Context: an optimization exercise on an open-source flow, tuned for small area and a short achievable clock period. The choices shown serve that exercise and are no tape-out recipe. For this run, only the layout was checked, not whether the RTL still works. No activity file was given, so power comes from the tool's default toggle rates.

<file path="flow/design.v">
package pf_pkg;
    localparam int unsigned ADDR_W = 32;
    localparam int unsigned PAGE_OFFSET_W = 12;
    localparam int unsigned LINE_OFFSET_W = 6;
    localparam int unsigned TAG_W = ADDR_W - PAGE_OFFSET_W;
    localparam int unsigned COUNT_W = 8;
    localparam int unsigned NBLOCKS_RESET = 8;
    typedef logic signed [PAGE_OFFSET_W:0] stride_t;
    typedef enum logic [1:0] {
        TS_INIT,
        TS_STRIDE,
        TS_HIT1,
        TS_HIT2
    } train_state_e;
endpackage
`timescale 1ns/1ps
module stride_table #(
    parameter int unsigned TABLE_ENTRIES = 8
) (
    input  logic                       clk_i,
    input  logic                       rst_ni,
    input  logic                       snoop_valid_i,
    input  logic [pf_pkg::ADDR_W-1:0]  snoop_addr_i,
    input  logic [pf_pkg::COUNT_W-1:0] nblocks_i,    
    output logic                       push_o,
    output logic [pf_pkg::ADDR_W-1:0]  desc_base_o,
    output pf_pkg::stride_t            desc_stride_o,
    output logic [pf_pkg::COUNT_W-1:0] desc_nblocks_o
);
    localparam int unsigned N   = TABLE_ENTRIES;
    localparam int unsigned IDX_W = (N > 1) ? $clog2(N) : 1;
    localparam int unsigned PW  = pf_pkg::PAGE_OFFSET_W;
    localparam int unsigned TW  = pf_pkg::TAG_W;
    logic                      sv_q;
    logic [pf_pkg::ADDR_W-1:0] sa_q;
    logic [N-1:0]              hit_q;
    logic [N-1:0]              hit_d;
    always_ff @(posedge clk_i or negedge rst_ni) begin
        if (!rst_ni) begin
            sv_q <= 1'b0;
        end else begin
            sv_q <= snoop_valid_i;
        end
    end
    always_ff @(posedge clk_i) begin
        sa_q  <= snoop_addr_i;
        hit_q <= hit_d;
    end
    logic [N-1:0]         valid_q;
    logic [TW-1:0]        tag_q    [N];
    logic [PW-1:0]        index_q  [N];
    logic [PW-1:0]        prev_q   [N];
    logic [1:0]           state_q  [N];
    logic                 lru_q    [N][N];
    logic [TW-1:0]   s_tag;
    logic [PW-1:0]   s_idx;
    logic [N-1:0]    hit_vec;
    logic            hit;
    logic [N-1:0]    free_oh;
    logic [N-1:0]    victim_oh;
    logic [N-1:0]    sel_oh;
    logic [N-1:0]    upd;
    logic [PW-1:0]   idx_h;
    logic [PW-1:0]   prv_h;
    logic [1:0]      st_h;
    logic [TW-1:0]   in_tag;
    logic            same_page;
    assign in_tag    = snoop_addr_i[pf_pkg::ADDR_W-1:PW];
    assign same_page = (in_tag == s_tag);
    assign s_tag = sa_q[pf_pkg::ADDR_W-1:PW];
    assign s_idx = sa_q[PW-1:0];
    always_comb begin
        for (int i = 0; i < N; i++) begin
            hit_d[i]     = upd[i] ? same_page : (valid_q[i] && (tag_q[i] == in_tag));
            free_oh[i]   = !valid_q[i] && ((i == 0) ? 1'b1 : valid_q[(i == 0) ? 0 : i - 1]);
            victim_oh[i] = valid_q[N-1];
            for (int j = 0; j < N; j++) begin
                if (j < i) victim_oh[i] = victim_oh[i] &&  lru_q[j][i];
                if (j > i) victim_oh[i] = victim_oh[i] && !lru_q[i][j];
            end
        end
    end
    assign hit_vec = hit_q;
    assign hit    = |hit_vec;
    assign sel_oh = hit_vec | ({N{!hit}} & (free_oh | victim_oh));
    assign upd    = {N{sv_q}} & sel_oh;
    always_comb begin
        idx_h = '0;
        prv_h = '0;
        st_h  = '0;
        for (int i = 0; i < N; i++) begin
            idx_h = idx_h | ({PW{hit_vec[i]}} & index_q[i]);
            prv_h = prv_h | ({PW{hit_vec[i]}} & prev_q[i]);
            st_h  = st_h  | ({2{hit_vec[i]}} & state_q[i]);
        end
    end
    logic [PW:0] ca, cb, ck, cin;
    logic        sum_eq;
    assign ca = {1'b0, s_idx};
    assign cb = {1'b0, prv_h};
    assign ck = {idx_h, 1'b0};
    always_comb begin
        cin[0] = 1'b0;
        for (int i = 1; i <= PW; i++) begin
            cin[i] = (ca[i-1] & cb[i-1]) | ((ca[i-1] ^ cb[i-1]) & ~ck[i-1]);
        end
    end
    assign sum_eq = ((ca ^ cb ^ ck) == cin);
    logic            stride_match;
    logic [1:0]      new_state;
    logic            emit;
    assign stride_match = sum_eq && (s_idx != idx_h);
    always_comb begin
        new_state = 2'd1;
        emit      = 1'b0;
        if (!hit) begin
            new_state = 2'd0;
        end else begin
            case (st_h)
                2'd1: if (stride_match) new_state = 2'd2;
                2'd2: if (stride_match) new_state = 2'd3;
                2'd3: if (stride_match) begin
                    new_state = 2'd0;
                    emit      = 1'b1;
                end
                default: new_state = 2'd1;
            endcase
        end
    end
    always_ff @(posedge clk_i or negedge rst_ni) begin
        if (!rst_ni) begin
            valid_q <= '0;
            for (int i = 0; i < N; i++) begin
                for (int j = i + 1; j < N; j++) begin
                    lru_q[i][j] <= 1'b1;
                end
            end
        end else begin
            valid_q <= valid_q | upd;
            for (int i = 0; i < N; i++) begin
                for (int j = i + 1; j < N; j++) begin
                    lru_q[i][j] <= upd[i] || (lru_q[i][j] && !upd[j]);
                end
            end
        end
    end
    always_ff @(posedge clk_i) begin
        for (int i = 0; i < N; i++) begin
            if (upd[i]) begin
                tag_q[i]   <= s_tag;
                index_q[i] <= s_idx;
                prev_q[i]  <= index_q[i];
                state_q[i] <= new_state;
            end
        end
    end
    logic [PW+1:0]   tgt_lo;
    logic [TW-1:0]   tgt_tag;
    pf_pkg::stride_t new_stride;
    logic            pg_inc;
    logic            pg_dec;
    logic [TW-1:0]   ones_below;
    logic [TW-1:0]   zeros_below;
    pf_ks_sub #(.W(PW + 2)) u_tgt_sub (
        .a_i ({1'b0, s_idx, 1'b0}),
        .b_i ({2'b00, idx_h}),
        .d_o (tgt_lo)
    );
    pf_ks_sub #(.W(PW + 1)) u_stride_sub (
        .a_i ({1'b0, s_idx}),
        .b_i ({1'b0, idx_h}),
        .d_o (new_stride)
    );
    assign pg_dec = tgt_lo[PW+1];
    assign pg_inc = !tgt_lo[PW+1] && tgt_lo[PW];
    always_comb begin
        ones_below[0]  = 1'b1;
        zeros_below[0] = 1'b1;
        for (int i = 1; i < TW; i++) begin
            ones_below[i]  = ones_below[i-1]  &  s_tag[i-1];
            zeros_below[i] = zeros_below[i-1] & !s_tag[i-1];
        end
    end
    assign tgt_tag = s_tag ^ (({TW{pg_inc}} & ones_below) | ({TW{pg_dec}} & zeros_below));
    assign push_o         = sv_q && emit;
    assign desc_base_o    = {tgt_tag, tgt_lo[PW-1:pf_pkg::LINE_OFFSET_W], {pf_pkg::LINE_OFFSET_W{1'b0}}};
    assign desc_stride_o  = new_stride;
    assign desc_nblocks_o = nblocks_i;
endmodule
module pf_ks_sub #(
    parameter int unsigned W = 8
) (
    input  logic [W-1:0] a_i,
    input  logic [W-1:0] b_i,
    output logic [W-1:0] d_o
);
    localparam int unsigned L = $clog2(W);
    logic [W-1:0] g [L+1];
    logic [W-1:0] p [L+1];
    logic [W-1:0] x;
    logic [W:0]   c;
    always_comb begin
        for (int i = 0; i < W; i++) begin
            x[i]    = a_i[i] ^ !b_i[i];
            g[0][i] = a_i[i] & !b_i[i];
            p[0][i] = a_i[i] | !b_i[i];
        end
        g[0][0] = g[0][0] | p[0][0];
        for (int l = 0; l < L; l++) begin
            for (int i = 0; i < W; i++) begin
                if (i >= (1 << l)) begin
                    g[l+1][i] = g[l][i] | (p[l][i] & g[l][i - (1 << l)]);
                    p[l+1][i] = p[l][i] & p[l][i - (1 << l)];
                end else begin
                    g[l+1][i] = g[l][i];
                    p[l+1][i] = p[l][i];
                end
            end
        end
        c[0] = 1'b1;
        for (int i = 0; i < W; i++) begin
            c[i+1] = g[L][i];
        end
        for (int i = 0; i < W; i++) begin
            d_o[i] = x[i] ^ c[i];
        end
    end
endmodule
`timescale 1ns/1ps
module desc_fifo #(
    parameter int unsigned FIFO_DEPTH = 8
) (
    input  logic                       clk_i,
    input  logic                       rst_ni,
    input  logic                       push_i,
    input  logic [pf_pkg::ADDR_W-1:0]  base_i,
    input  pf_pkg::stride_t            stride_i,
    input  logic [pf_pkg::COUNT_W-1:0] nblocks_i,
    output logic                       valid_o,
    output logic [pf_pkg::ADDR_W-1:0]  base_o,
    output pf_pkg::stride_t            stride_o,
    output logic [pf_pkg::COUNT_W-1:0] nblocks_o,
    input  logic                       pop_i
);
    localparam int unsigned D     = FIFO_DEPTH;
    localparam int unsigned PTR_W = (D > 1) ? $clog2(D) : 1;
    localparam int unsigned BW    = pf_pkg::ADDR_W - pf_pkg::LINE_OFFSET_W;
    localparam int unsigned SW    = pf_pkg::PAGE_OFFSET_W + 1;
    localparam int unsigned NW    = pf_pkg::COUNT_W;
    logic [BW-1:0]   base_mem    [D];
    pf_pkg::stride_t stride_mem  [D];
    logic [NW-1:0]   nblocks_mem [D];
    logic            tail_q;
    logic [BW-1:0]   tail_base_q;
    pf_pkg::stride_t tail_stride_q;
    logic [NW-1:0]   tail_nblocks_q;
    logic [PTR_W-1:0] wr_ptr_q;
    logic [D-1:0]     rd_oh_q;      
    logic             nempty_q;     
    logic             full_q;       
    logic             cnt_is_1;
    logic             cnt_is_dm1;
    always_comb begin
        cnt_is_1   = 1'b0;
        cnt_is_dm1 = 1'b0;
        for (int i = 0; i < D; i++) begin
            if (wr_ptr_q == PTR_W'(i)) begin
                cnt_is_1   = rd_oh_q[(i + D - 1) % D];
                cnt_is_dm1 = rd_oh_q[(i + 1) % D];
            end
        end
        cnt_is_1   = cnt_is_1   && nempty_q && !full_q;
        cnt_is_dm1 = cnt_is_dm1 && nempty_q && !full_q;
    end
    logic q_full;
    logic rm;         
    logic rm_arr;     
    logic wr_arr;     
    assign valid_o = nempty_q || tail_q;
    assign q_full  = full_q || (tail_q && cnt_is_dm1);
    assign rm      = pop_i || (push_i && q_full);
    assign rm_arr  = rm && nempty_q;
    assign wr_arr  = tail_q && (nempty_q || !pop_i);
    always_comb begin
        logic [BW-1:0]   b;
        pf_pkg::stride_t st;
        logic [NW-1:0]   nb;
        b  = '0;
        st = '0;
        nb = '0;
        for (int i = 0; i < D; i++) begin
            b  = b  | ({BW{rd_oh_q[i]}} & base_mem[i]);
            st = st | ({SW{rd_oh_q[i]}} & stride_mem[i]);
            nb = nb | ({NW{rd_oh_q[i]}} & nblocks_mem[i]);
        end
        if (!nempty_q) begin
            b  = tail_base_q;
            st = tail_stride_q;
            nb = tail_nblocks_q;
        end
        base_o    = {b, {pf_pkg::LINE_OFFSET_W{1'b0}}};
        stride_o  = st;
        nblocks_o = nb;
    end
    logic up, down;
    assign up   = wr_arr && !rm_arr;
    assign down = rm_arr && !wr_arr;
    always_ff @(posedge clk_i or negedge rst_ni) begin
        if (!rst_ni) begin
            tail_q   <= 1'b0;
            wr_ptr_q <= '0;
            rd_oh_q  <= D'(1);
            nempty_q <= 1'b0;
            full_q   <= 1'b0;
        end else begin
            tail_q <= push_i;
            if (wr_arr) begin
                wr_ptr_q <= (wr_ptr_q == PTR_W'(D - 1)) ? '0 : wr_ptr_q + 1'b1;
            end
            if (rm_arr) begin
                rd_oh_q <= {rd_oh_q[D-2:0], rd_oh_q[D-1]};
            end
            if (up) begin
                nempty_q <= 1'b1;
                full_q   <= cnt_is_dm1;
            end else if (down) begin
                nempty_q <= !cnt_is_1;
                full_q   <= 1'b0;
            end
        end
    end
    always_ff @(posedge clk_i) begin
        tail_base_q    <= base_i[pf_pkg::ADDR_W-1:pf_pkg::LINE_OFFSET_W];
        tail_stride_q  <= stride_i;
        tail_nblocks_q <= nblocks_i;
    end
    always_ff @(posedge clk_i) begin
        for (int i = 0; i < D; i++) begin
            if (wr_arr && (wr_ptr_q == PTR_W'(i))) begin
                base_mem[i]    <= tail_base_q;
                stride_mem[i]  <= tail_stride_q;
                nblocks_mem[i] <= tail_nblocks_q;
            end
        end
    end
endmodule
`timescale 1ns/1ps
module prefetch_engine #(
    parameter int unsigned MAX_CREDITS = 2
) (
    input  logic                       clk_i,
    input  logic                       rst_ni,
    input  logic                       valid_i,
    input  logic [pf_pkg::ADDR_W-1:0]  base_i,
    input  pf_pkg::stride_t            stride_i,
    input  logic [pf_pkg::COUNT_W-1:0] nblocks_i,
    output logic                       pop_o,
    output logic                       req_valid_o,
    output logic [pf_pkg::ADDR_W-1:0]  req_addr_o,
    input  logic                       credit_i
);
    localparam int unsigned CRED_W = $clog2(MAX_CREDITS + 1);
    localparam int unsigned PW     = pf_pkg::PAGE_OFFSET_W;
    logic                       busy_q;
    logic [pf_pkg::COUNT_W-1:0] remain_q;
    logic [CRED_W-1:0]          credits_q;
    logic [pf_pkg::TAG_W-1:0]   tag_q;
    logic [PW-1:0]              off_q;
    logic                       out_q;
    pf_pkg::stride_t            stride_q;
    logic                       last_req;
    logic [PW+1:0]              next_off;
    logic                       busy_n;
    logic                       out_n;
    logic [CRED_W-1:0]          credits_n;
    logic                       req_q;
    assign pop_o       = !busy_q && valid_i;
    logic                       req_valid;
    assign req_valid   = busy_q && !out_q && (credits_q != '0);
    assign req_valid_o = req_q;
    assign req_addr_o  = {tag_q, off_q[PW-1:pf_pkg::LINE_OFFSET_W], {pf_pkg::LINE_OFFSET_W{1'b0}}};
    assign last_req    = req_valid && (remain_q == pf_pkg::COUNT_W'(1));
    assign next_off = {2'b00, off_q} + {stride_q[PW], stride_q};
    always_comb begin
        busy_n = busy_q;
        out_n  = out_q;
        if (pop_o) begin
            busy_n = (nblocks_i != '0);
            out_n  = 1'b0;
        end else begin
            if (busy_q && (out_q || last_req)) begin
                busy_n = 1'b0;
            end
            if (req_valid) begin
                out_n = (next_off[PW+1:PW] != 2'b00);
            end
        end
    end
    assign credits_n = credits_q - CRED_W'(req_valid) + CRED_W'(credit_i);
    always_ff @(posedge clk_i or negedge rst_ni) begin
        if (!rst_ni) begin
            busy_q    <= 1'b0;
            out_q     <= 1'b0;
            credits_q <= CRED_W'(MAX_CREDITS);
            req_q     <= 1'b0;
        end else begin
            busy_q    <= busy_n;
            out_q     <= out_n;
            credits_q <= credits_n;
            req_q     <= busy_n && !out_n && (credits_n != '0);
        end
    end
    always_ff @(posedge clk_i) begin
        if (pop_o) begin
            remain_q <= nblocks_i;
            tag_q    <= base_i[pf_pkg::ADDR_W-1:PW];
            off_q    <= base_i[PW-1:0];
            stride_q <= stride_i;
        end else if (req_valid) begin
            remain_q <= remain_q - 1'b1;
            off_q    <= next_off[PW-1:0];
        end
    end
endmodule
`timescale 1ns/1ps
module stride_prefetcher #(
    parameter int unsigned TABLE_ENTRIES = 8,
    parameter int unsigned FIFO_DEPTH    = 8,
    parameter int unsigned MAX_CREDITS   = 2
) (
    input  logic                       clk_i,
    input  logic                       rst_ni,
    input  logic                       snoop_valid_i,
    input  logic [pf_pkg::ADDR_W-1:0]  snoop_addr_i,
    input  logic                       cfg_valid_i,
    input  logic [pf_pkg::COUNT_W-1:0] cfg_nblocks_i,
    output logic                       req_valid_o,
    output logic [pf_pkg::ADDR_W-1:0]  req_addr_o,
    input  logic                       credit_i
);
    logic [pf_pkg::COUNT_W-1:0] nblocks_q;
    logic [pf_pkg::COUNT_W-1:0] nblocks_d1_q;
    logic               push;
    logic [pf_pkg::ADDR_W-1:0]  push_base;
    pf_pkg::stride_t            push_stride;
    logic [pf_pkg::COUNT_W-1:0] push_nblocks;
    logic               head_valid;
    logic [pf_pkg::ADDR_W-1:0]  head_base;
    pf_pkg::stride_t            head_stride;
    logic [pf_pkg::COUNT_W-1:0] head_nblocks;
    logic               pop;
    always_ff @(posedge clk_i or negedge rst_ni) begin
        if (!rst_ni) begin
            nblocks_q <= pf_pkg::COUNT_W'(pf_pkg::NBLOCKS_RESET);
        end else if (cfg_valid_i) begin
            nblocks_q <= cfg_nblocks_i;
        end
    end
    always_ff @(posedge clk_i) begin
        nblocks_d1_q <= nblocks_q;
    end
    stride_table #(
        .TABLE_ENTRIES (TABLE_ENTRIES)
    ) u_table (
        .clk_i          (clk_i),
        .rst_ni         (rst_ni),
        .snoop_valid_i  (snoop_valid_i),
        .snoop_addr_i   (snoop_addr_i),
        .nblocks_i      (nblocks_d1_q),
        .push_o         (push),
        .desc_base_o    (push_base),
        .desc_stride_o  (push_stride),
        .desc_nblocks_o (push_nblocks)
    );
    desc_fifo #(
        .FIFO_DEPTH (FIFO_DEPTH)
    ) u_fifo (
        .clk_i     (clk_i),
        .rst_ni    (rst_ni),
        .push_i    (push),
        .base_i    (push_base),
        .stride_i  (push_stride),
        .nblocks_i (push_nblocks),
        .valid_o   (head_valid),
        .base_o    (head_base),
        .stride_o  (head_stride),
        .nblocks_o (head_nblocks),
        .pop_i     (pop)
    );
    prefetch_engine #(
        .MAX_CREDITS (MAX_CREDITS)
    ) u_engine (
        .clk_i       (clk_i),
        .rst_ni      (rst_ni),
        .valid_i     (head_valid),
        .base_i      (head_base),
        .stride_i    (head_stride),
        .nblocks_i   (head_nblocks),
        .pop_o       (pop),
        .req_valid_o (req_valid_o),
        .req_addr_o  (req_addr_o),
        .credit_i    (credit_i)
    );
endmodule
</file>
<file path="flow/flow/run.sh">
#!/bin/bash
# Standard layout; clock tree with larger sink clusters and without dummy loads. Each
# tool's output is in the ORFS logs under orfs/logs and in standard.log here.
set -o pipefail
export CTS_ARGS="-sink_clustering_enable -repair_clock_nets -dont_use_dummy_load -sink_clustering_size 24 -sink_clustering_max_diameter 150"
bash standard.sh > standard.log 2>&1
</file>
<file path="flow/standard.sh">
#!/bin/bash
# synth_recipe.tcl (not shown) runs the flow's synth.tcl, then flattens the netlist and writes it again
# the make line also repeats each setting of config.mk as NAME=value (left out here)
make -C /OpenROAD-flow-scripts/flow DESIGN_CONFIG=/design/flow/config.mk WORK_HOME=/design/flow/orfs CLKGATE_MAP_FILE= SYNTH_SCRIPT=/design/flow/synth_recipe.tcl "${@:-finish}"
</file>
<file path="flow/config.mk">
export PLATFORM = sky130hd
export DESIGN_NAME = stride_prefetcher
export DESIGN_NICKNAME = stride_prefetcher
export VERILOG_FILES = /design/flow/design.v
export SDC_FILE = /design/flow/constraint.sdc
export NUM_CORES = 4
export LEC_CHECK = 0
export CAP_MARGIN = 20
export CORE_MARGIN = 2
export CORE_UTILIZATION = 40
export SETUP_SLACK_MARGIN = 5
export SLEW_MARGIN = 20
</file>
<file path="flow/constraint.sdc">
create_clock -name core_clock -period 9.0 [get_ports {clk_i}]
set_input_delay 1.8000 -clock core_clock [delete_from_list [all_inputs] [get_ports {clk_i}]]
set_output_delay 1.8000 -clock core_clock [all_outputs]
set_load 0.01 [all_outputs]
</file>
==> flow_metrics.tcl <==
set metrics [dict create \
    status "finished clean" \
    p_leak_uw 0.0131 \
    holdPathEnd "u_fifo.tail_nblocks_q[7]" \
    cp.required_ps 9500 \
    async_reset_ff_frac 0.0669 \
    ys_ff_latch 956 \
    setup_viol 0 \
    totalWireLength_um 90900 \
    power_uw 8220 \
    ctsRootBufferMaster "clkbuf_16" \
    coreArea_mm2 0.0929 \
    cts_tree "done" \
    r2r_start "u_table.hit_q[3]" \
    die-area_mm2 0.0959 \
    yosysUniqueCellTypes 73 \
    dp_worst_setup_slack_ps 4350 \
    setup_tns_ps 0 \
    fin_crit_ps 3880 \
    wl_per_cell_um 24.8 \
    yosys_warnings 18 \
    cp_slowest_cell "o41a_4" \
    io_buffer_count 71 \
    max_stage_delay_ps 520 \
    antenna_found_initial 3 \
    ioPinCount 78 \
    maxCapViolations 0 \
    tightest_slew_ps 982 \
    route.detailed.drc 0 \
    min_period_over_period 0.431 \
    synth_area_leaders "edfxtp_1 64%, dfxtp_1 5.4%, xnor2_1 3.0%" \
    area_growth_pct 9.38 \
    slew_viol_final 0 \
    cp_cell_sequence "buf_8 -> a22oi_1 -> and4_4 -> inv_1 -> ha_1 -> or3_1 -> or4_1 -> o41a_4 -> or2_1 -> o32ai_2 -> xor2_2" \
    drive_gt1_frac 0.0879 \
    fp-row-count 112 \
    worst-r2r-cell-count 11 \
    h-tree-depth 2 \
    synth_enable_flop_cells 791 \
    setup.worst_path.class "register to register" \
    detail_route.iter0.violations 2259 \
    die_h_um 310 \
    cp_max_fo 20 \
    path_clk_slew_ps 100 \
    crit_path_end_kind "register" \
    hp-start "nblocks_d1_q[7]" \
    setup_slack_ps 5120 \
    cts_buffers 45 \
    synth_flop_cell "edfxtp_1" \
    clk_latency_ps 610 \
    start_util 0.402 \
    synthCells 2368 \
    ant_nets 0 \
    synth.top_cell.area_share 0.636 \
    final_nets 2532 \
    gp_congestion 0.846 \
    r2r_end "u_fifo.tail_base_q[24]" \
    grt_max_degree 65 \
    holdWs_ps 335 \
    syn_area_mm2 0.0374 \
    cp_num_buf_inv 2 \
    rsz0062_at_grt "false" \
    finalClockSkew_ps 32.2 \
    fmax_ghz 0.258 \
    clock-sinks 956 \
    first_pass_iters 6 \
    die_x_um 310 \
    ys_seq_area_frac 0.734 \
    relSlewSlack 0.343 \
    synth_area_per_cell_um2 15.8 \
    hold_class "register to register" \
    grtUsageTotal 0.189 \
    grt_overflow 0 \
    yosys.area.top_type "edfxtp_1" \
    n_antenna_cell 0 \
    crit_family "simple AND/OR/NAND/NOR gates" \
    p_per_area_mw_per_mm2 201 \
    holdPathStages 0 \
    via_per_inst 5.66 \
    vias 20700 \
    hold_violations 0 \
    worstSetupStartpointType "register" \
    crit_arrival_ps 4370 \
    reg2reg_slack_ps 5120 \
    clock_path_buffers 3 \
    ir_drop_v 0.000116 \
    grt_pass1_vias 21000 \
    dpl.hpwl_um 52600 \
    grt_first_pass_wirelength_um 136000 \
]
## cell usage after synthesis, types with 9 or more instances
cell / number
dfstp_2: 31
xor2_1: 115
or3_1: 12
a21oi_1: 32
edfxtp_1: 791
nor3_1: 25
a22o_1: 83
nand4_1: 72
dfxtp_1: 101
and4_1: 14
nor2_1: 72
xnor2_1: 127
inv_1: 71
nand3_1: 19
a31oi_1: 35
fa_1: 13
clkbuf_1: 85
mux2_2: 16
nand2b_1: 11
buf_1: 20
nand2_1: 86
ha_1: 59
dfrtp_1: 33
o21ai_0: 45
a21o_1: 18
a22oi_1: 117
buf_4: 14
a221oi_1: 83
o21bai_1: 9
nor4_1: 34
or2_2: 11
## metal layers
metal	routed length, µm	part of all wire	up-vias	GRT usage
met5	0	0	-	0
met4	2310	0.025	0	0.0550
met3	5800	0.064	114	0.0229
met2	43000	0.47	752	0.306
met1	39700	0.44	10700	0.268
li1	-	-	9198	-
## cells by family after synthesis
group / count (synthesis) / synth area share
flops: 956 / 0.734
compound gates: 483 / 0.0980
simple gates: 392 / 0.0556
xor+xnor: 242 / 0.0567
buf+inv: 198 / 0.0222
fa+ha+maj: 73 / 0.0270
mux: 23 / 0.00670
other cells: 1 / 0.000100
## worst reg2reg max path, cell delays in order (launching register included)
cell	delay [ps]
dfxtp_4	420
buf_8	200
a22oi_1	190
and4_4	270
inv_1	90
ha_1	230
or3_1	390
or4_1	470
o41a_4	520
or2_1	340
o32ai_2	370
xor2_2	290
## layout make-up
class | instances | area [µm²]
tap | 1254 | 1570
sequential | 956 | 27500
timing repair buffer | 121 | 1160
clock buffer | 45 | 1130
fill | 8078 | 52000
inverter | 72 | 270
multi-input combinational | 1219 | 9290
## per-stage QoR
stage | cells | area [µm²] | utilization
3_3_place_gp | 3614 | 39500 | 0.425
4_1_cts | 3663 | 40700 | 0.438
5_1_grt | 3667 | 40900 | 0.440
2_1_floorplan | 2373 | 37400 | -
3_5_place_dp | 3614 | 39500 | 0.425
6_report | 3667 | 40900 | 0.440
## placed cells by master, fill, tap and decap left out, types with 13 or more instances in the layout
cell               n
a21o_1            18
a21oi_1           32
a221oi_1          81
a22o_1            83
a22oi_1          113
a31oi_1           35
buf_4             40
clkbuf_16         45
clkdlybuf4s50_1   70
dfrtp_1           25
dfstp_2           31
dfxtp_1           94
edfxtp_1         791
fa_1              13
ha_1              58
inv_1             64
mux2_2            16
nand2_1           86
nand3_1           19
nand4_1           72
nor2_1            71
nor3_1            22
nor4_1            33
o21ai_0           45
xnor2_1          127
xor2_1           114
## worst max path at each step
stage / from / endpoint / depth (start not counted)
detailed placement: u_table.hit_q[7] / u_fifo.nempty_q / 16
floorplan: u_fifo.nempty_q / u_fifo.base_mem[5][0] / 4
CTS: u_table.hit_q[6] / u_fifo.nempty_q / 17
global route: u_table.hit_q[3] / u_fifo.nempty_q / 16
global placement: u_table.hit_q[7] / u_fifo.nempty_q / 16
finish: u_table.hit_q[3] / u_fifo.tail_base_q[24] / 11
## registers in the layout, indices dropped and copies added, names as in the netlist, 20 cells and up
| signal | count |
|---|---|
| u_table.index_q | 96 |
| u_fifo.base_mem | 208 |
| u_table.tag_q | 160 |
| u_table.prev_q | 96 |
| u_fifo.stride_mem | 104 |
| u_table.sa_q | 32 |
| u_fifo.nblocks_mem | 64 |
| u_fifo.tail_base_q | 26 |
| u_engine.tag_q | 20 |
| u_table.lru_q | 28 |
## repair_timing
action,CTS,global route
pin swaps,5,4
resized for setup,18,33
buffers inserted,4,4
setup endpoints to repair,21,19
hold buffers,0,0
## power by group
part           internal, µW  switching (µW)  leakage, µW
Clock                   897            1280     0.000555
Combinational           204             403      0.00392
Sequential             5220             218      0.00865

port drivers added, routing unchanged:
The flow's constraints put no driver on any port. The routed layout listed below was extracted and timed again, unchanged, in two steps. Step 1 assumes that a clkbuf_16 drives the clock port and a buf_2 every other input. Step 2 moves the port delays by t, midway between the first and last clock arrival at a register: inputs arrive t later, outputs are due t later. That takes back most of the time a late clock gives input paths. Three values: ideal ports, drivers, drivers and shift; two values: the first two.
shift t [ns]: 0.659
setup slack, ns: 5.124 / 5.124 / 4.566
pins driven straight from the clock port: 1
After both steps setup and hold are still met in this run. For this run, drivers alone change the setup slack by 0.000 ns; drivers and shift together by -0.558 ns.
